This is an optimization exercise on Yosys and OpenROAD, whose aim is small area, a short achievable clock period and few clock cycles per item, not a production implementation.
The RTL was checked by simulation tests, not by an equivalence proof against the original design.

**flow/config.mk**
```make
export PLATFORM = sky130hd
export DESIGN_NAME = gyro_angle_kalman_filter
export DESIGN_NICKNAME = gyro_angle_kalman_filter
export VERILOG_FILES = /design/flow/design.v
export SDC_FILE = /design/flow/constraint.sdc
export NUM_CORES = 4
export LEC_CHECK = 0
export CAP_MARGIN = 20
export CORE_MARGIN = 2
export CORE_UTILIZATION = 40
export SLEW_MARGIN = 20
```
**flow/run.sh**
```bash
#!/bin/bash
# synth_recipe.tcl (not shown) runs the flow's synth.tcl, then flattens the netlist and writes it again
# the make line also repeats each setting of config.mk as NAME=value (left out here)
make -C /OpenROAD-flow-scripts/flow DESIGN_CONFIG=/design/flow/config.mk WORK_HOME=/design/flow/orfs CLKGATE_MAP_FILE= SYNTH_SCRIPT=/design/flow/synth_recipe.tcl finish
```
**flow/design.v**
```verilog
package gakf_pkg;
    localparam int FRAC_BITS = 24;
    localparam logic signed [31:0] ANGLE_RESET   = 32'sd5898240;
    localparam logic [30:0]        ANGLE_NOISE_RESET = 31'd16777;
    localparam logic [30:0]        BIAS_NOISE_RESET  = 31'd50332;
    localparam logic [30:0]        MEAS_NOISE_RESET  = 31'd503316;
    localparam logic [1:0] REG_ANGLE_NOISE = 2'd0;
    localparam logic [1:0] REG_BIAS_NOISE  = 2'd1;
    localparam logic [1:0] REG_MEAS_NOISE  = 2'd2;
    localparam logic OP_PREDICT = 1'b0;
    localparam logic OP_UPDATE  = 1'b1;
    typedef struct packed {
        logic               opcode;
        logic signed [31:0] gyro_rate;
        logic [24:0]        time_step;
        logic signed [31:0] measured_angle;
    } t_in_word;
    typedef struct packed {
        logic signed [31:0] angle_estimate;
        logic signed [31:0] bias_estimate;
        logic               divide_fault;
    } t_out_word;
    function automatic logic [32:0] mag34(input logic signed [33:0] v);
        logic [33:0] t;
        t = v[33] ? 34'(-v) : 34'(v);
        mag34 = t[32:0];
    endfunction
    function automatic logic signed [31:0] sat32(input logic signed [44:0] v);
        logic signed [31:0] r;
        if (v > 45'sd2147483647)       r = 32'sh7FFFFFFF;
        else if (v < -45'sd2147483648) r = 32'sh80000000;
        else                           r = v[31:0];
        sat32 = r;
    endfunction
endpackage
module gyro_angle_kalman_filter (
    input  logic                 i_clk,
    input  logic                 i_rst_n,
    input  logic                 i_in_valid,
    output logic                 o_in_stall,
    input  logic [89:0]          i_in_word,
    output logic                 o_out_valid,
    input  logic                 i_out_stall,
    output logic [64:0]          o_out_word,
    input  logic                 i_cfg_valid,
    output logic                 o_cfg_ready,
    input  logic [1:0]           i_cfg_index,
    input  logic [30:0]          i_cfg_data
);
    typedef enum logic [2:0] {S_IDLE, S_DIV, S_LOAD, S_MUL, S_FAULT} t_state;
    typedef enum logic [3:0] {
        W_TMP,     
        W_PAA_T,   
        W_PAB2,    
        W_PBA,     
        W_PBB,     
        W_APRED,   
        W_PAA,     
        W_PAB,     
        W_TMPB,    
        W_AUPD,    
        W_FLT      
    } t_wop;
    t_state r_st;
    logic [3:0] r_cnt;
    logic [2:0] r_pi;
    logic       r_dg;
    logic signed [31:0] r_angle, r_bias, r_aa, r_ab, r_ba, r_bb;
    logic [30:0]        r_apn, r_bpn, r_mn;
    logic               r_op;
    logic [24:0]        r_dt;
    logic signed [31:0] r_src;
    logic [31:0] r_d;
    logic [31:0] r_rem0, r_rem1, r_q0, r_q1;
    logic        r_neg0, r_neg1, r_fz;
    logic signed [32:0] r_x;
    logic [15:0]        r_yd;
    logic signed [33:0] r_acc;
    logic signed [41:0] r_t;
    logic               r_wv;
    t_wop               r_wop;
    logic               r_wneg;    
    logic signed [33:0] r_tmp;
    logic r_out_valid, r_fault;
    logic w_last, w_ready, in_acc, w_wcomp, w_frz;
    assign w_last  = r_op ? (r_pi == 3'd5) : (r_pi == 3'd4);
    assign w_ready = (r_st == S_IDLE) || (r_st == S_MUL && r_dg && w_last);
    assign in_acc  = i_in_valid && w_ready;
    assign w_wcomp = r_wv && (r_wop == W_APRED || r_wop == W_AUPD || r_wop == W_FLT);
    assign w_frz   = w_wcomp && r_out_valid && i_out_stall;
    logic [31:0] w_k0, w_k1;
    assign w_k0 = r_q0[31] ? {r_neg0, {31{!r_neg0}}} : {1'b0, r_q0[30:0]};
    assign w_k1 = r_q1[31] ? {r_neg1, {31{!r_neg1}}} : {1'b0, r_q1[30:0]};
    function automatic logic [63:0] dstep(input logic [31:0] rem, input logic [31:0] q,
                                          input logic [31:0] d);
        logic [32:0] r2;
        logic [33:0] df;
        logic        qb;
        r2 = {rem, q[31]};
        df = {1'b0, r2} - {2'b0, d};
        qb = !df[33];
        dstep = {qb ? df[31:0] : r2[31:0], q[30:0], qb};
    endfunction
    logic [63:0] w_s0a, w_s0b, w_s1a, w_s1b;
    assign w_s0a = dstep(r_rem0, r_q0, r_d);
    assign w_s0b = dstep(w_s0a[63:32], w_s0a[31:0], r_d);
    assign w_s1a = dstep(r_rem1, r_q1, r_d);
    assign w_s1b = dstep(w_s1a[63:32], w_s1a[31:0], r_d);
    logic signed [33:0] w_s;
    logic [31:0]        w_dmag, w_n0, w_n1;
    assign w_s    = 34'(r_aa) + 34'(signed'({1'b0, r_mn}));
    assign w_dmag = w_s[33] ? 32'(-w_s) : w_s[31:0];
    assign w_n0   = r_aa[31] ? 32'(-r_aa) : r_aa;
    assign w_n1   = r_ba[31] ? 32'(-r_ba) : r_ba;
    logic signed [49:0] w_add, w_ms;
    assign w_add = r_dg ? 50'(r_acc) : 50'(24'sd8388608 - 24'(r_x[32]));
    assign w_ms  = w_add + r_x * signed'({1'b0, r_yd});
    logic [2:0]         w_npi;
    logic signed [32:0] w_nx;
    logic [31:0]        w_ny;
    logic signed [32:0] w_srcd;
    assign w_npi  = r_pi + 3'd1;
    assign w_srcd = 33'(r_src) - 33'(r_op ? r_angle : r_bias);
    always_comb begin
        w_nx = w_srcd;
        w_ny = {7'b0, r_dt};
        if (!r_op) begin
            case (w_npi)
                3'd1:    w_nx = 33'(r_ba) + 33'(r_ab);
                3'd2:    w_nx = 33'(r_bb);
                3'd3:    w_nx = 33'(signed'({1'b0, r_bpn}));
                default: w_nx = w_srcd;
            endcase
        end else begin
            case (w_npi)
                3'd1:    begin w_nx = 33'(r_ab);  w_ny = w_k1; end
                3'd2:    begin w_nx = 33'(r_aa);  w_ny = w_k0; end
                3'd3:    begin w_nx = 33'(r_ab);  w_ny = w_k0; end
                3'd4:    begin w_nx = w_srcd;     w_ny = w_k1; end
                default: begin w_nx = w_srcd;     w_ny = w_k0; end
            endcase
        end
    end
    logic [15:0] w_yhi;
    always_comb begin
        if (!r_op)                                          w_yhi = {7'b0, r_dt[24:16]};
        else if (r_pi == 3'd0 || r_pi == 3'd1 || r_pi == 3'd4) w_yhi = w_k1[31:16];
        else                                                w_yhi = w_k0[31:16];
    end
    t_wop w_wop;
    logic w_wneg;
    always_comb begin
        w_wneg = 1'b0;
        if (!r_op) begin
            case (r_pi)
                3'd0:    w_wop = W_TMP;
                3'd1:    w_wop = W_PAA_T;
                3'd2:    w_wop = W_PAB2;
                3'd3:    w_wop = W_PBB;
                default: w_wop = W_APRED;
            endcase
        end else begin
            case (r_pi)
                3'd0:    begin w_wop = W_PBA;  w_wneg = r_neg1; end
                3'd1:    begin w_wop = W_PBB;  w_wneg = r_neg1; end
                3'd2:    begin w_wop = W_PAA;  w_wneg = r_neg0; end
                3'd3:    begin w_wop = W_PAB;  w_wneg = r_neg0; end
                3'd4:    begin w_wop = W_TMPB; w_wneg = r_neg1; end
                default: begin w_wop = W_AUPD; w_wneg = r_neg0; end
            endcase
        end
    end
    logic signed [44:0] w_base, w_sum;
    logic               w_sub;
    logic signed [31:0] w_sat;
    always_comb begin
        w_sub = 1'b0;
        case (r_wop)
            W_TMP:   begin w_base = 45'(r_aa);  w_sub = 1'b0; end
            W_PAA_T: begin w_base = 45'(r_tmp); w_sub = 1'b1; end
            W_PAB2:  begin w_base = 45'(r_ab);  w_sub = 1'b1; end
            W_PBA:   begin w_base = 45'(r_ba);  w_sub = 1'b1; end
            W_PBB:   begin w_base = 45'(r_bb);  w_sub = r_op; end
            W_APRED: begin w_base = 45'(r_angle); w_sub = 1'b0; end
            W_PAA:   begin w_base = 45'(r_aa);  w_sub = 1'b1; end
            W_PAB:   begin w_base = 45'(r_ab);  w_sub = 1'b1; end
            W_TMPB:  begin w_base = 45'(r_bias); w_sub = 1'b0; end
            default: begin w_base = 45'(r_angle); w_sub = 1'b0; end
        endcase
        w_sub = w_sub ^ r_wneg;
        w_sum = w_base + (w_sub ? -(45'(r_t)) : 45'(r_t));
        w_sat = gakf_pkg::sat32(w_sum);
    end
    always_ff @(posedge i_clk) begin
        if (!i_rst_n) begin
            r_st        <= S_IDLE;
            r_angle     <= gakf_pkg::ANGLE_RESET;
            r_bias      <= '0;
            r_aa        <= '0;
            r_ab        <= '0;
            r_ba        <= '0;
            r_bb        <= '0;
            r_apn       <= gakf_pkg::ANGLE_NOISE_RESET;
            r_bpn       <= gakf_pkg::BIAS_NOISE_RESET;
            r_mn        <= gakf_pkg::MEAS_NOISE_RESET;
            r_out_valid <= 1'b0;
            r_fault     <= 1'b0;
            r_wv        <= 1'b0;
            r_pi        <= '0;
            r_dg        <= 1'b0;
            r_cnt       <= '0;
        end else begin
            if (i_cfg_valid) begin
                case (i_cfg_index)
                    gakf_pkg::REG_ANGLE_NOISE: r_apn <= i_cfg_data;
                    gakf_pkg::REG_BIAS_NOISE:  r_bpn <= i_cfg_data;
                    gakf_pkg::REG_MEAS_NOISE:  r_mn  <= i_cfg_data;
                    default: ;
                endcase
            end
            if (r_out_valid && !i_out_stall) r_out_valid <= 1'b0;
            if (r_wv && !w_frz) begin
                r_wv <= 1'b0;
                case (r_wop)
                    W_TMP:   r_tmp <= w_sum[33:0];
                    W_PAA_T: r_aa  <= w_sat;
                    W_PAB2:  begin r_ab <= w_sat; r_wop <= W_PBA; r_wv <= 1'b1; end
                    W_PBA:   r_ba  <= w_sat;
                    W_PBB:   r_bb  <= w_sat;
                    W_PAA:   r_aa  <= w_sat;
                    W_PAB:   r_ab  <= w_sat;
                    W_TMPB:  r_tmp <= 34'(w_sat);
                    W_APRED: begin
                        r_angle <= w_sat;
                        r_fault <= 1'b0;
                        r_out_valid <= 1'b1;
                    end
                    W_AUPD: begin
                        r_angle <= w_sat;
                        r_bias  <= r_tmp[31:0];
                        r_fault <= 1'b0;
                        r_out_valid <= 1'b1;
                    end
                    default: begin
                        r_fault <= 1'b1;
                        r_out_valid <= 1'b1;
                    end
                endcase
            end
            if (!w_frz || w_ready) begin
                case (r_st)
                    S_DIV: begin
                        r_rem0 <= w_s0b[63:32];
                        r_q0   <= w_s0b[31:0];
                        r_rem1 <= w_s1b[63:32];
                        r_q1   <= w_s1b[31:0];
                        r_cnt  <= r_cnt + 4'd1;
                        if (r_cnt == 4'd15) r_st <= S_LOAD;
                    end
                    S_LOAD: begin
                        r_x  <= 33'(r_aa);
                        r_yd <= w_k1[15:0];
                        r_pi <= '0;
                        r_dg <= 1'b0;
                        r_st <= S_MUL;
                    end
                    S_FAULT: begin
                        r_wv  <= 1'b1;
                        r_wop <= W_FLT;
                        r_st  <= S_IDLE;
                    end
                    S_MUL: begin
                        if (!r_dg) begin
                            r_acc <= w_ms[49:16];
                            r_yd  <= w_yhi;
                            r_dg  <= 1'b1;
                        end else begin
                            r_t    <= w_ms[49:8];
                            r_wv   <= 1'b1;
                            r_wop  <= w_wop;
                            r_wneg <= w_wneg;
                            r_dg   <= 1'b0;
                            r_pi   <= w_npi;
                            r_x    <= w_nx;
                            r_yd   <= w_ny[15:0];
                            if (w_last) r_st <= S_IDLE;
                        end
                    end
                    default: ;
                endcase
                if (w_ready) begin
                    r_op   <= i_in_word[89];
                    r_dt   <= i_in_word[56:32];
                    r_src  <= i_in_word[89] ? i_in_word[31:0] : i_in_word[88:57];
                    r_x    <= 33'(signed'({1'b0, r_apn}));
                    r_yd   <= i_in_word[47:32];
                    r_d    <= w_dmag;
                    r_fz   <= (w_s == '0);
                    r_neg0 <= r_aa[31] ^ w_s[33];
                    r_neg1 <= r_ba[31] ^ w_s[33];
                    r_rem0 <= {8'b0, w_n0[31:8]};
                    r_q0   <= {w_n0[7:0], 24'b0};
                    r_rem1 <= {8'b0, w_n1[31:8]};
                    r_q1   <= {w_n1[7:0], 24'b0};
                    r_pi   <= '0;
                    r_dg   <= 1'b0;
                    r_cnt  <= '0;
                    if (i_in_valid) begin
                        if (!i_in_word[89])      r_st <= S_MUL;
                        else if (w_s == '0)      r_st <= S_FAULT;
                        else                     r_st <= S_DIV;
                    end
                end
            end
        end
    end
    assign o_in_stall  = !w_ready;
    assign o_out_valid = r_out_valid;
    assign o_out_word  = {r_angle, r_bias, r_fault};
    assign o_cfg_ready = 1'b1;
endmodule
```
**flow/constraint.sdc**
```tcl
create_clock -name core_clock -period 12.5 [get_ports {i_clk}]
set_input_delay 2.5000 -clock core_clock [delete_from_list [all_inputs] [get_ports {i_clk}]]
set_output_delay 2.5000 -clock core_clock [all_outputs]
set_load 0.01 [all_outputs]
```
==> results of run 1 <==
-- tightest hold or removal path: stages (launching register included) --
cell and delay, ps:
sky130_fd_sc_hd__dfxtp_1 310, sky130_fd_sc_hd__nand2_1 50, sky130_fd_sc_hd__a21oi_1 50
-- per-stage QoR --
step           setup WS (ps)  area (um2)
2_1_floorplan           2648       65840
3_3_place_gp            4308       69760
3_5_place_dp            4230       69800
4_1_cts                 4193       72730
5_1_grt                 3474       72820
6_report                4087       72830
-- registers in the layout, summed over array words and instances (netlist names), 33 cells and up --
name,flops
r_x,33
r_t,42
r_acc,34
r_tmp,34
-- cell usage in the layout, fill, tap and decap left out, types with 63 or more instances in the layout --
master                            Yosys  final
sky130_fd_sc_hd__and2_1             219    216
sky130_fd_sc_hd__clkdlybuf4s50_1      0    192
sky130_fd_sc_hd__a211oi_1            72     72
sky130_fd_sc_hd__buf_4                5    116
sky130_fd_sc_hd__dfxtp_1            299    298
sky130_fd_sc_hd__inv_1              764    763
sky130_fd_sc_hd__edfxtp_1           384    384
sky130_fd_sc_hd__xnor2_1            231    231
sky130_fd_sc_hd__nand2_1           1027   1026
sky130_fd_sc_hd__a21oi_1            620    618
sky130_fd_sc_hd__o211ai_1            66     66
sky130_fd_sc_hd__o21ai_0            514    514
sky130_fd_sc_hd__nor3_1              95     89
sky130_fd_sc_hd__a31oi_1             74     74
sky130_fd_sc_hd__nor2_1             359    352
sky130_fd_sc_hd__nand3_1            156    156
sky130_fd_sc_hd__a22oi_1             68     68
sky130_fd_sc_hd__fa_1               542    542
sky130_fd_sc_hd__mux2i_1             63     63
sky130_fd_sc_hd__ha_1               395    395
sky130_fd_sc_hd__a21o_1             136    136
sky130_fd_sc_hd__xor2_1             160    159
sky130_fd_sc_hd__clkbuf_16            0     85
sky130_fd_sc_hd__nand2b_1            71     71
-- cell families after synthesis --
group / count (synthesis)
simple gates: 2224
compound gates: 2038
buf+inv: 1199
fa+ha+maj: 937
flops: 683
xor+xnor: 392
mux: 112
other cells: 1
-- final cells by class --
| class | count | area (um2) | area share, % |
|---|---|---|---|
| tap | 2175 | 2721 | 3.737 |
| clock inverter | 48 | 681.9 | 0.9363 |
| timing repair buffer | 317 | 2915 | 4.003 |
| sequential | 683 | 17520 | 24.05 |
| multi-input combinational | 5704 | 43860 | 60.22 |
| inverter | 766 | 2883 | 3.958 |
| clock buffer | 100 | 2243 | 3.080 |
| antenna | 3 | 7.507 | 0.01031 |
-- layer usage --
metal | vias up | wire length, um
li1 | 26170 | -
met5 | - | 40
met3 | 598 | 20720
met4 | 6 | 15760
met1 | 28490 | 103700
met2 | 2940 | 104100
-- cells in the mapped netlist (30+ instances only) --
library cell,number,area share [%]
sky130_fd_sc_hd__nand2_1,1027,5.9
sky130_fd_sc_hd__inv_1,764,4.4
sky130_fd_sc_hd__a21oi_1,620,4.7
sky130_fd_sc_hd__fa_1,542,16
sky130_fd_sc_hd__o21ai_0,514,3.9
sky130_fd_sc_hd__ha_1,395,7.5
sky130_fd_sc_hd__edfxtp_1,384,18
sky130_fd_sc_hd__clkbuf_1,360,2.1
sky130_fd_sc_hd__nor2_1,359,2.0
sky130_fd_sc_hd__dfxtp_1,299,9.1
sky130_fd_sc_hd__xnor2_1,231,3.1
sky130_fd_sc_hd__and2_1,219,2.1
sky130_fd_sc_hd__xor2_1,160,2.1
sky130_fd_sc_hd__nand3_1,156,1.2
sky130_fd_sc_hd__a21o_1,136,1.6
sky130_fd_sc_hd__nor3_1,95,0.72
sky130_fd_sc_hd__a31oi_1,74,0.70
sky130_fd_sc_hd__a211oi_1,72,0.82
sky130_fd_sc_hd__nand2b_1,71,0.67
sky130_fd_sc_hd__a22oi_1,68,0.78
sky130_fd_sc_hd__o211ai_1,66,0.75
sky130_fd_sc_hd__mux2i_1,63,0.96
sky130_fd_sc_hd__o21a_1,63,0.72
sky130_fd_sc_hd__a221oi_1,60,0.80
sky130_fd_sc_hd__o31ai_1,52,0.59
sky130_fd_sc_hd__and3_1,45,0.43
sky130_fd_sc_hd__mux2_2,45,0.77
sky130_fd_sc_hd__nor2b_1,41,0.39
sky130_fd_sc_hd__o21bai_1,41,0.47
sky130_fd_sc_hd__nand4_1,39,0.37
sky130_fd_sc_hd__a22o_1,38,0.51
sky130_fd_sc_hd__buf_1,31,0.18
sky130_fd_sc_hd__or3_1,30,0.29
-- worst max-delay path by stage --
stage | start | to | cells after the start
2_1_floorplan | i_out_stall | r_q0[0] | 4
3_3_place_gp | r_yd[7] | r_acc[33] | 24
3_5_place_dp | r_q0[31] | r_rem0[17] | 25
4_1_cts | r_q0[31] | r_rem0[17] | 25
5_1_grt | r_q0[31] | r_rem0[17] | 25
6_report | r_q0[31] | r_rem0[17] | 25
==> summary.md, run 1 <==
| Metric | Value |
|---|---|
| Setup slack, reg-to-reg | `4090 ps` |
| Row count | `148` |
| Initial antenna violation count | `14` |
| Number of nets in the synthesized netlist | `8651` |
| Deepest clock path buffer count | `3` |
| Buffers inserted during post-CTS setup optimization | `0` |
| Fraction of layout cells with a size suffix above 1 | `5.356%` |
| Xor/xnor cell area share of the yosys netlist | `5.226%` |
| Sum of buffers and inverters on the critical path | `4` |
| Total Die Area | `167900 um2` |
| Total routing usage reported by global routing | `28.60%` |
| Synth unique cells | `113` |
| WL per Instance | `24.94 um` |
| Worst hold path startpoint | `r_apn[28]` |
| Final worst-path cycle share | `67.30%` |
| Count of state elements after synthesis | `683` |
| Vias per inst | `5.942` |
| R2R cell count | `25` |
| End-of-flow core utilization | `44.64%` |
| Post-cts gate resize count | `0` |
| Clock slew at the register clock pins of the worst setup and hold paths | `60 ps` |
| Routability Congestion | `0.9881` |
| Sum Neg Setup Slack | `0 ps` |
| Max frequency | `0.1189 GHz` |
| Post-synthesis adder-cell area fraction | `23.99%` |
| Post-synthesis sequential area ratio | `26.61%` |
| Total number of clock tree sinks | `683` |
| Worst hold margin | `455.6 ps` |
| DR DRC count | `0` |
| Hold Vio Cnt, Final | `0` |
| Cell count after synthesis | `7586` |
| Worst Path Class, Setup | `flip-flop to flip-flop` |
| Type of origin of the critical path | `flip-flop` |
| Multiplexer share of the synthesized area | `1.851%` |
| Port Buf Inserts | `194` |
| Max Cap Viol | `0` |
| Critical path data arrival time | `8940 ps` |
| Net count, final | `8618` |
| Dominant combinational cell family by area after synthesis | `adder cells` |
| X dimension of the die | `409.7 um` |
| Number of global-route vias before repair | `56030` |
| Hold Path End | `r_apn[28]` |
| H-tree level count | `3` |
| Required @ worst endpoint | `13030 ps` |
| Final non-filler cell total | `9796` |
| Routing usage on met2 | `42.82%` |
| Starting utilization of the core area | `40.35%` |
| Worst relative slew slack | `9.564%` |
| Number of iterations in the first detailed-routing pass | `8` |
| Critical path fanouts, max | `50` |
| Number of fillers in the final layout | `15800` |
| Skew final | `58.51 ps` |
| Critical path endpoint category | `flip-flop` |
| Number of setup violations in the final report | `0` |
| Mean instance size in the synthesized netlist | `8.679 um2` |
| Class of the tightest hold or removal check | `flip-flop to flip-flop` |
| Slew at the pin with the worst max-slew slack | `1342 ps` |
| Compound-cell area share of the yosys netlist | `19.55%` |
| FF-to-FF Start | `r_q0[31]` |
| CTS Hold Buffers Added | `0` |
| Fin crit period | `8413 ps` |
| Unrepaired setup endpoints after global routing | `no` |
| Total placed cells including tap cells | `9638` |
| Post-detailed-placement half-perimeter wirelength | `189700 um` |
| Met1 usage | `39.72%` |
| Worst path slowest cell | `sky130_fd_sc_hd__o41ai_1` |
| Die Height | `409.7 um` |
| Number of DRC violations after detailed-routing iteration 0 | `6240` |
| CTS buffer count | `81` |
| Number of flops mapped to enable cells by yosys | `384` |
| Busiest grt layer | `met2` |
| Yosys warns | `1` |
| Endpoint of the worst-slack reg-to-reg timing path | `r_rem0[17]` |
| Total Routed Length | `244300 um` |
| Number of nets still failing antenna checks after routing | `0` |
| Cell Area, Synth | `65840 um2` |
| Maximum number of pins on one net before global-route repair | `78` |
| TritonCTS clock tree | `built` |
| First-pass GRT wire length | `364100 um` |
| Via count | `58210` |
| Most repeated library cell on the critical path | `sky130_fd_sc_hd__o211ai_1` |
| Family with the most delay on the worst path | `compound AO/OA/AOI/OAI gates` |
| Count of pins over their slew limit | `0` |
| Root Driver | `sky130_fd_sc_hd__clkbuf_16` |
| Status | `timing/DRC/antenna clean` |
| Area of the core | `163100 um2` |
| Basic-gate share of the synthesized area counting and, or, nand and nor cells | `15.74%` |
| Prevailing post-synth register cell | `sky130_fd_sc_hd__edfxtp_1` |
| Share of flip-flops with an asynchronous set or reset after synthesis | `0%` |
| Overall overflow remaining after global route | `0` |
| Worst-Skew Late Latency | `740 ps` |
| WHS Path Cells | `2` |
| Largest stage delay on the critical path | `780 ps` |
| Boundary pin count | `196` |
| Relative area change from synthesis to final layout | `10.62%` |
| Global-route track usage on met3 | `3.932%` |
Testbench counts, summed over its fixed seeds: cycles 58,149, items 3,200.
==> run 2: changes to the inputs <==
--- a/flow/design.v
+++ b/flow/design.v
@@ -47,7 +47,7 @@
     input  logic [1:0]           i_cfg_index,
     input  logic [30:0]          i_cfg_data
 );
-    typedef enum logic [2:0] {S_IDLE, S_DIV, S_LOAD, S_MUL, S_FAULT} t_state;
+    typedef enum logic [2:0] {S_IDLE, S_DIV, S_LOAD, S_MUL, S_FAULT, S_SET} t_state;
     typedef enum logic [3:0] {
         W_TMP,     
         W_PAA_T,   
@@ -72,7 +72,10 @@
     logic signed [31:0] r_src;
     logic [31:0] r_d;
     logic [31:0] r_rem0, r_rem1, r_q0, r_q1;
-    logic        r_neg0, r_neg1, r_fz;
+    logic        r_neg0, r_neg1;
+    logic signed [33:0] r_s;
+    logic [31:0]        r_n0, r_n1;
+    logic               r_sa, r_sb, r_fresh;
     logic signed [32:0] r_x;
     logic [15:0]        r_yd;
     logic signed [33:0] r_acc;
@@ -106,12 +109,37 @@
     assign w_s0b = dstep(w_s0a[63:32], w_s0a[31:0], r_d);
     assign w_s1a = dstep(r_rem1, r_q1, r_d);
     assign w_s1b = dstep(w_s1a[63:32], w_s1a[31:0], r_d);
-    logic signed [33:0] w_s;
-    logic [31:0]        w_dmag, w_n0, w_n1;
-    assign w_s    = 34'(r_aa) + 34'(signed'({1'b0, r_mn}));
-    assign w_dmag = w_s[33] ? 32'(-w_s) : w_s[31:0];
-    assign w_n0   = r_aa[31] ? 32'(-r_aa) : r_aa;
-    assign w_n1   = r_ba[31] ? 32'(-r_ba) : r_ba;
+    logic [31:0] w_dmag;
+    logic        w_fz, w_lt40, w_lt41, w_lt0, w_lt1, w_sk12, w_sk8;
+    logic [31:0] w_rem0i, w_rem1i, w_q0i, w_q1i;
+    logic [3:0]  w_cnti;
+    assign w_dmag = r_s[33] ? 32'(-r_s) : r_s[31:0];
+    assign w_fz   = (r_s == '0);
+    assign w_lt40 = {r_n0, 4'b0} < {4'b0, w_dmag};
+    assign w_lt41 = {r_n1, 4'b0} < {4'b0, w_dmag};
+    assign w_lt0  = r_n0 < w_dmag;
+    assign w_lt1  = r_n1 < w_dmag;
+    assign w_sk12 = w_lt40 && w_lt41;
+    assign w_sk8  = w_lt0 && w_lt1;
+    always_comb begin
+        if (w_sk12) begin
+            w_rem0i = {r_n0[27:0], 4'b0};
+            w_rem1i = {r_n1[27:0], 4'b0};
+            w_q0i = '0; w_q1i = '0;
+            w_cnti = 4'd6;
+        end else if (w_sk8) begin
+            w_rem0i = r_n0;
+            w_rem1i = r_n1;
+            w_q0i = '0; w_q1i = '0;
+            w_cnti = 4'd4;
+        end else begin
+            w_rem0i = {8'b0, r_n0[31:8]};
+            w_rem1i = {8'b0, r_n1[31:8]};
+            w_q0i = {r_n0[7:0], 24'b0};
+            w_q1i = {r_n1[7:0], 24'b0};
+            w_cnti = 4'd0;
+        end
+    end
     logic signed [49:0] w_add, w_ms;
     assign w_add = r_dg ? 50'(r_acc) : 50'(24'sd8388608 - 24'(r_x[32]));
     assign w_ms  = w_add + r_x * signed'({1'b0, r_yd});
@@ -119,14 +147,21 @@
     logic signed [32:0] w_nx;
     logic [31:0]        w_ny;
     logic signed [32:0] w_srcd;
+    logic               w_xsel;
+    logic [32:0]        w_xa, w_xb;
+    logic [33:0]        w_xs;
     assign w_npi  = r_pi + 3'd1;
-    assign w_srcd = 33'(r_src) - 33'(r_op ? r_angle : r_bias);
+    assign w_xsel = !r_op && (w_npi == 3'd1);
+    assign w_xa   = w_xsel ? 33'(r_ba) : 33'(r_src);
+    assign w_xb   = w_xsel ? 33'(r_ab) : ~(33'(r_op ? r_angle : r_bias));
+    assign w_xs   = {w_xa, 1'b1} + {w_xb, !w_xsel};
+    assign w_srcd = w_xs[33:1];
     always_comb begin
         w_nx = w_srcd;
         w_ny = {7'b0, r_dt};
         if (!r_op) begin
             case (w_npi)
-                3'd1:    w_nx = 33'(r_ba) + 33'(r_ab);
+                3'd1:    w_nx = w_srcd;
                 3'd2:    w_nx = 33'(r_bb);
                 3'd3:    w_nx = 33'(signed'({1'b0, r_bpn}));
                 default: w_nx = w_srcd;
@@ -171,6 +206,7 @@
         end
     end
     logic signed [44:0] w_base, w_sum;
+    logic [45:0]        w_sumc;
     logic               w_sub;
     logic signed [31:0] w_sat;
     always_comb begin
@@ -188,7 +224,8 @@
             default: begin w_base = 45'(r_angle); w_sub = 1'b0; end
         endcase
         w_sub = w_sub ^ r_wneg;
-        w_sum = w_base + (w_sub ? -(45'(r_t)) : 45'(r_t));
+        w_sumc = {w_base, 1'b1} + {45'(r_t) ^ {45{w_sub}}, w_sub};
+        w_sum = w_sumc[45:1];
         w_sat = gakf_pkg::sat32(w_sum);
     end
     always_ff @(posedge i_clk) begin
@@ -209,6 +246,7 @@
             r_pi        <= '0;
             r_dg        <= 1'b0;
             r_cnt       <= '0;
+            r_fresh     <= 1'b0;
         end else begin
             if (i_cfg_valid) begin
                 case (i_cfg_index)
@@ -218,6 +256,13 @@
                     default: ;
                 endcase
             end
+            r_s     <= 34'(r_aa) + 34'(signed'({1'b0, r_mn}));
+            r_n0    <= r_aa[31] ? 32'(-r_aa) : r_aa;
+            r_n1    <= r_ba[31] ? 32'(-r_ba) : r_ba;
+            r_sa    <= r_aa[31];
+            r_sb    <= r_ba[31];
+            r_fresh <= !i_cfg_valid &&
+                       !(r_wv && !w_frz && (r_wop == W_PAA_T || r_wop == W_PBA || r_wop == W_PAA));
             if (r_out_valid && !i_out_stall) r_out_valid <= 1'b0;
             if (r_wv && !w_frz) begin
                 r_wv <= 1'b0;
@@ -264,6 +309,17 @@
                         r_dg <= 1'b0;
                         r_st <= S_MUL;
                     end
+                    S_SET: begin
+                        r_d    <= w_dmag;
+                        r_neg0 <= r_sa ^ r_s[33];
+                        r_neg1 <= r_sb ^ r_s[33];
+                        r_rem0 <= w_rem0i;
+                        r_q0   <= w_q0i;
+                        r_rem1 <= w_rem1i;
+                        r_q1   <= w_q1i;
+                        r_cnt  <= w_cnti;
+                        r_st   <= w_fz ? S_FAULT : S_DIV;
+                    end
                     S_FAULT: begin
                         r_wv  <= 1'b1;
                         r_wop <= W_FLT;
@@ -295,19 +351,19 @@
                     r_x    <= 33'(signed'({1'b0, r_apn}));
                     r_yd   <= i_in_word[47:32];
                     r_d    <= w_dmag;
-                    r_fz   <= (w_s == '0);
-                    r_neg0 <= r_aa[31] ^ w_s[33];
-                    r_neg1 <= r_ba[31] ^ w_s[33];
-                    r_rem0 <= {8'b0, w_n0[31:8]};
-                    r_q0   <= {w_n0[7:0], 24'b0};
-                    r_rem1 <= {8'b0, w_n1[31:8]};
-                    r_q1   <= {w_n1[7:0], 24'b0};
+                    r_neg0 <= r_sa ^ r_s[33];
+                    r_neg1 <= r_sb ^ r_s[33];
+                    r_rem0 <= w_rem0i;
+                    r_q0   <= w_q0i;
+                    r_rem1 <= w_rem1i;
+                    r_q1   <= w_q1i;
                     r_pi   <= '0;
                     r_dg   <= 1'b0;
-                    r_cnt  <= '0;
+                    r_cnt  <= w_cnti;
                     if (i_in_valid) begin
                         if (!i_in_word[89])      r_st <= S_MUL;
-                        else if (w_s == '0)      r_st <= S_FAULT;
+                        else if (!r_fresh)       r_st <= S_SET;
+                        else if (w_fz)           r_st <= S_FAULT;
                         else                     r_st <= S_DIV;
                     end
                 end
--- a/flow/config.mk
+++ b/flow/config.mk
@@ -8,4 +8,5 @@
 export CAP_MARGIN = 20
 export CORE_MARGIN = 2
 export CORE_UTILIZATION = 40
+export SETUP_SLACK_MARGIN = 5
 export SLEW_MARGIN = 20
==> summary.md, run 2 <==
| Metric | Value |
|---|---|
| Status | `timing/DRC/antenna clean (unchanged)` |
| Fraction of layout cells with a size suffix above 1 | `6.887% (was 5.356%)` |
| Worst relative slew slack | `12.99% (was 9.564%)` |
| Class of the tightest hold or removal check | `flip-flop to flip-flop (unchanged)` |
| Yosys warns | `1 (unchanged)` |
| X dimension of the die | `423.4 um (was 409.7 um)` |
| Routability Congestion | `0.9871 (was 0.9881)` |
| Area of all placed cells without fillers | `78990 um2 (was 72830 um2)` |
| Unrepaired setup endpoints after global routing | `no (unchanged)` |
| Total Routed Length | `259200 um (was 244300 um)` |
| Total Die Area | `179300 um2 (was 167900 um2)` |
| Slew at the pin with the worst max-slew slack | `1292 ps (was 1342 ps)` |
| Prevailing post-synth register cell | `sky130_fd_sc_hd__edfxtp_1 (unchanged)` |
| Sum Neg Setup Slack | `0 ps (unchanged)` |
| Cell Area, Synth | `70370 um2 (was 65840 um2)` |
| Top-area cell type share of the netlist area | `20.61% (was 17.51%)` |
| Worst Path Class, Setup | `flip-flop to flip-flop (unchanged)` |
| Die Height | `423.4 um (was 409.7 um)` |
| Clock slew at the register clock pins of the worst setup and hold paths | `60 ps (about the same)` |
| Fin crit period | `7263 ps (was 8413 ps)` |
| Number of setup violations in the final report | `0 (unchanged)` |
| Maximum number of pins on one net before global-route repair | `115 (was 78)` |
| Skew final | `66.39 ps (was 58.51 ps)` |
| WL per Instance | `25.06 um (was 24.94 um)` |
| Boundary pin count | `196 (unchanged)` |
| Area of the core | `174400 um2 (was 163100 um2)` |
| Cell types occupying the most area after synthesis | `sky130_fd_sc_hd__edfxtp_1 21%, sky130_fd_sc_hd__fa_1 15%, sky130_fd_sc_hd__dfxtp_1 8.5% (was sky130_fd_sc_hd__edfxtp_1 18%, sky130_fd_sc_hd__fa_1 16%, sky130_fd_sc_hd__dfxtp_1 9.1%)` |
| Most common cell after layout, fill and taps aside | `sky130_fd_sc_hd__nand2_1 (unchanged)` |
| Critical path data arrival time | `7730 ps (was 8940 ps)` |
| Number of nets still failing antenna checks after routing | `0 (unchanged)` |
| Type of origin of the critical path | `flip-flop (unchanged)` |
| Via count | `60390 (was 58210)` |
| Largest Register | `r_t (unchanged)` |
| Max Cap Viol | `0 (unchanged)` |
| Post-detailed-placement half-perimeter wirelength | `195000 um (was 189700 um)` |
| Number of iterations in the first detailed-routing pass | `6 (was 8)` |
| Max frequency | `0.1377 GHz (was 0.1189 GHz)` |
| CTS buffer count | `92 (was 81)` |
| DR DRC count | `0 (unchanged)` |
| Overall overflow remaining after global route | `0 (unchanged)` |
| Vias per inst | `5.838 (was 5.942)` |
| Most instantiated library cell after synthesis | `sky130_fd_sc_hd__nand2_1 (unchanged)` |
| Total routing usage reported by global routing | `28.29% (was 28.60%)` |
| First-pass GRT wire length | `383400 um (was 364100 um)` |
| Registers with the most flip-flops | `r_t (42), r_acc (34), r_tmp (34) (unchanged)` |
| Number of flops mapped to enable cells by yosys | `483 (was 384)` |
| Synth unique cells | `86 (was 113)` |
| Required @ worst endpoint | `12970 ps (was 13030 ps)` |
| Critical path fanouts, max | `16 (was 50)` |
| Commonest cells in the synthesized netlist | `1088 x sky130_fd_sc_hd__nand2_1, 804 x sky130_fd_sc_hd__inv_1, 619 x sky130_fd_sc_hd__a21oi_1 (was 1027 x sky130_fd_sc_hd__nand2_1, 764 x sky130_fd_sc_hd__inv_1, 620 x sky130_fd_sc_hd__a21oi_1)` |
| Critical path endpoint category | `flip-flop (unchanged)` |
| Worst-Skew Late Latency | `770 ps (was 740 ps)` |
| Count of pins over their slew limit | `0 (unchanged)` |
| Deepest clock path buffer count | `3 (unchanged)` |
| Share of flip-flops with an asynchronous set or reset after synthesis | `0% (unchanged)` |
| Starting utilization of the core area | `40.35% (about the same)` |
| Row count | `153 (was 148)` |
| Final worst-path cycle share | `58.11% (was 67.30%)` |
| H-tree level count | `3 (unchanged)` |
| Number of DRC violations after detailed-routing iteration 0 | `5565 (was 6240)` |
| Net count, final | `9086 (was 8618)` |
| Number of global-route vias before repair | `58630 (was 56030)` |
| Largest area contributor in the netlist | `sky130_fd_sc_hd__edfxtp_1 (unchanged)` |
| TritonCTS clock tree | `built (unchanged)` |
| Hold Vio Cnt, Final | `0 (unchanged)` |
| Flip-flop count of the largest register, all copies and words added | `42 (unchanged)` |
| Root Driver | `sky130_fd_sc_hd__clkbuf_16 (unchanged)` |
| Count of state elements after synthesis | `783 (was 683)` |
| Cell count after synthesis | `7876 (was 7586)` |
| Initial antenna violation count | `11 (was 14)` |
| Mean instance size in the synthesized netlist | `8.935 um2 (was 8.679 um2)` |
| Port Buf Inserts | `194 (unchanged)` |
| Most used cells in the layout excluding fill and tap cells | `1086 x sky130_fd_sc_hd__nand2_1, 802 x sky130_fd_sc_hd__inv_1, 613 x sky130_fd_sc_hd__a21oi_1 (was 1026 x sky130_fd_sc_hd__nand2_1, 763 x sky130_fd_sc_hd__inv_1, 618 x sky130_fd_sc_hd__a21oi_1)` |
| Relative area change from synthesis to final layout | `12.24% (was 10.62%)` |
| Number of nets in the synthesized netlist | `9023 (was 8651)` |
| Area after detailed placement | `74670 um2 (was 69800 um2)` |
| Total number of clock tree sinks | `783 (was 683)` |
| Post-synthesis sequential area ratio | `29.14% (was 26.61%)` |
| CTS Hold Buffers Added | `0 (unchanged)` |
run 2: path summary, 6_finish.rpt:
check                           startpoint  depth (start not counted)  slack, ps   endpoint
worst max-delay path                r_x[2]                         25       5240  r_acc[33]
worst min-delay path              r_apn[1]                          2        470   r_apn[1]
worst max register to register      r_x[2]                         25       5240  r_acc[33]
worst min register to register    r_apn[1]                          2        470   r_apn[1]
run 2: logic make-up after synthesis:
kind of cell	Yosys count	share of synthesized area (%)
XOR/XNOR	373	4.642
AO/OA/AOI/OAI	2071	18.67
multiplexers	173	2.683
flip-flops	783	29.14
other	1	0.005329
buffers and inverters	1238	6.641
AND/OR/NAND/NOR	2218	14.33
adder cells (fa/ha/maj)	1019	23.88
run 2: what timing repair did:
item	CTS	global route
resized for setup	10	47
pin swaps	0	3
gates cloned	0	2
setup endpoints to repair	101	263
buffers inserted	52	40
run 2: through the flow:
step | setup WS [ps] | cells | hold slack, ps | utilization (%)
after detailed placement | 4182 | 10080 | 459.6 | 42.82
after CTS | 5000 | 10300 | 468.4 | 44.91
after global placement | 4283 | 10080 | 451.2 | 42.82
after global routing | 4973 | 10340 | 488.1 | 45.29
after floorplan | 5484 | 7876 | 429.1 | -
final | 5237 | 10350 | 467.4 | 45.29
run 2: layout make-up:
| class | instances | area (um2) |
|---|---|---|
| clock buffers | 129 | 2605 |
| well taps | 2325 | 2909 |
| repair buffers | 402 | 3855 |
| fillers | 16780 | 95410 |
| clock inverters | 41 | 525.5 |
| diodes | 5 | 12.51 |
| inverters | 805 | 3023 |
| flip-flops and latches | 783 | 20510 |
| multi-input cells | 5855 | 45550 |
run 2: critical path: stages (launching register included):
cell,delay [ps]
sky130_fd_sc_hd__edfxtp_1,360
sky130_fd_sc_hd__buf_4,210
sky130_fd_sc_hd__and2_1,210
sky130_fd_sc_hd__fa_1,450
sky130_fd_sc_hd__fa_1,540
sky130_fd_sc_hd__inv_1,50
sky130_fd_sc_hd__fa_1,470
sky130_fd_sc_hd__fa_1,550
sky130_fd_sc_hd__inv_1,60
sky130_fd_sc_hd__fa_1,550
sky130_fd_sc_hd__inv_1,60
sky130_fd_sc_hd__fa_1,530
sky130_fd_sc_hd__inv_1,40
sky130_fd_sc_hd__ha_1,350
sky130_fd_sc_hd__a21o_1,200
sky130_fd_sc_hd__a21o_1,170
sky130_fd_sc_hd__a21o_1,170
sky130_fd_sc_hd__a21o_1,180
sky130_fd_sc_hd__a21oi_2,220
sky130_fd_sc_hd__o22ai_1,180
sky130_fd_sc_hd__o2111ai_2,380
sky130_fd_sc_hd__a2111oi_2,160
sky130_fd_sc_hd__or3_1,470
sky130_fd_sc_hd__a31oi_4,220
sky130_fd_sc_hd__o21bai_1,100
sky130_fd_sc_hd__xnor2_1,140
run 2: layer usage:
metal	global-route usage, %	wire length, um
met1	37.71	107100
met2	44.11	115700
met3	4.221	19710
met4	15.49	16750
met5	0	0
Testbench counts of run 2, summed over its fixed seeds: cycles 50,063, items 3,200.

==> what the ideal ports hide <==
In the flow no input, the clock included, has a driving cell. The finished layouts below were timed again as built, in two steps. Step 1 (the two cells are an assumption about what drives the block):
set clk [get_ports {i_clk}]
set_driving_cell -lib_cell sky130_fd_sc_hd__clkbuf_16 $clk
set_driving_cell -lib_cell sky130_fd_sc_hd__buf_2 [delete_from_list [all_inputs] $clk]
Step 2, shift: input delay + t, output delay - t, t = (earliest + latest rising clock arrival at the registers) / 2. This alone moves slack from input paths to output paths. Slacks: ideal / step 1 / step 2; pairs: ideal / step 1.
| run | t, ns | setup WS [ns] | hold slack, ns | worst setup path at the end | cell pins on the clock port's net |
|---|---|---|---|---|---|
| run 1 | 0.791 | 4.087 / 4.087 / 4.087 | 0.456 / 0.456 / 0.456 | register to register | 1 |
| run 2 | 0.810 | 5.237 / 5.237 / 5.237 | 0.467 / 0.467 / 0.467 | register to register | 1 |
After both steps every run listed still meets setup and hold.
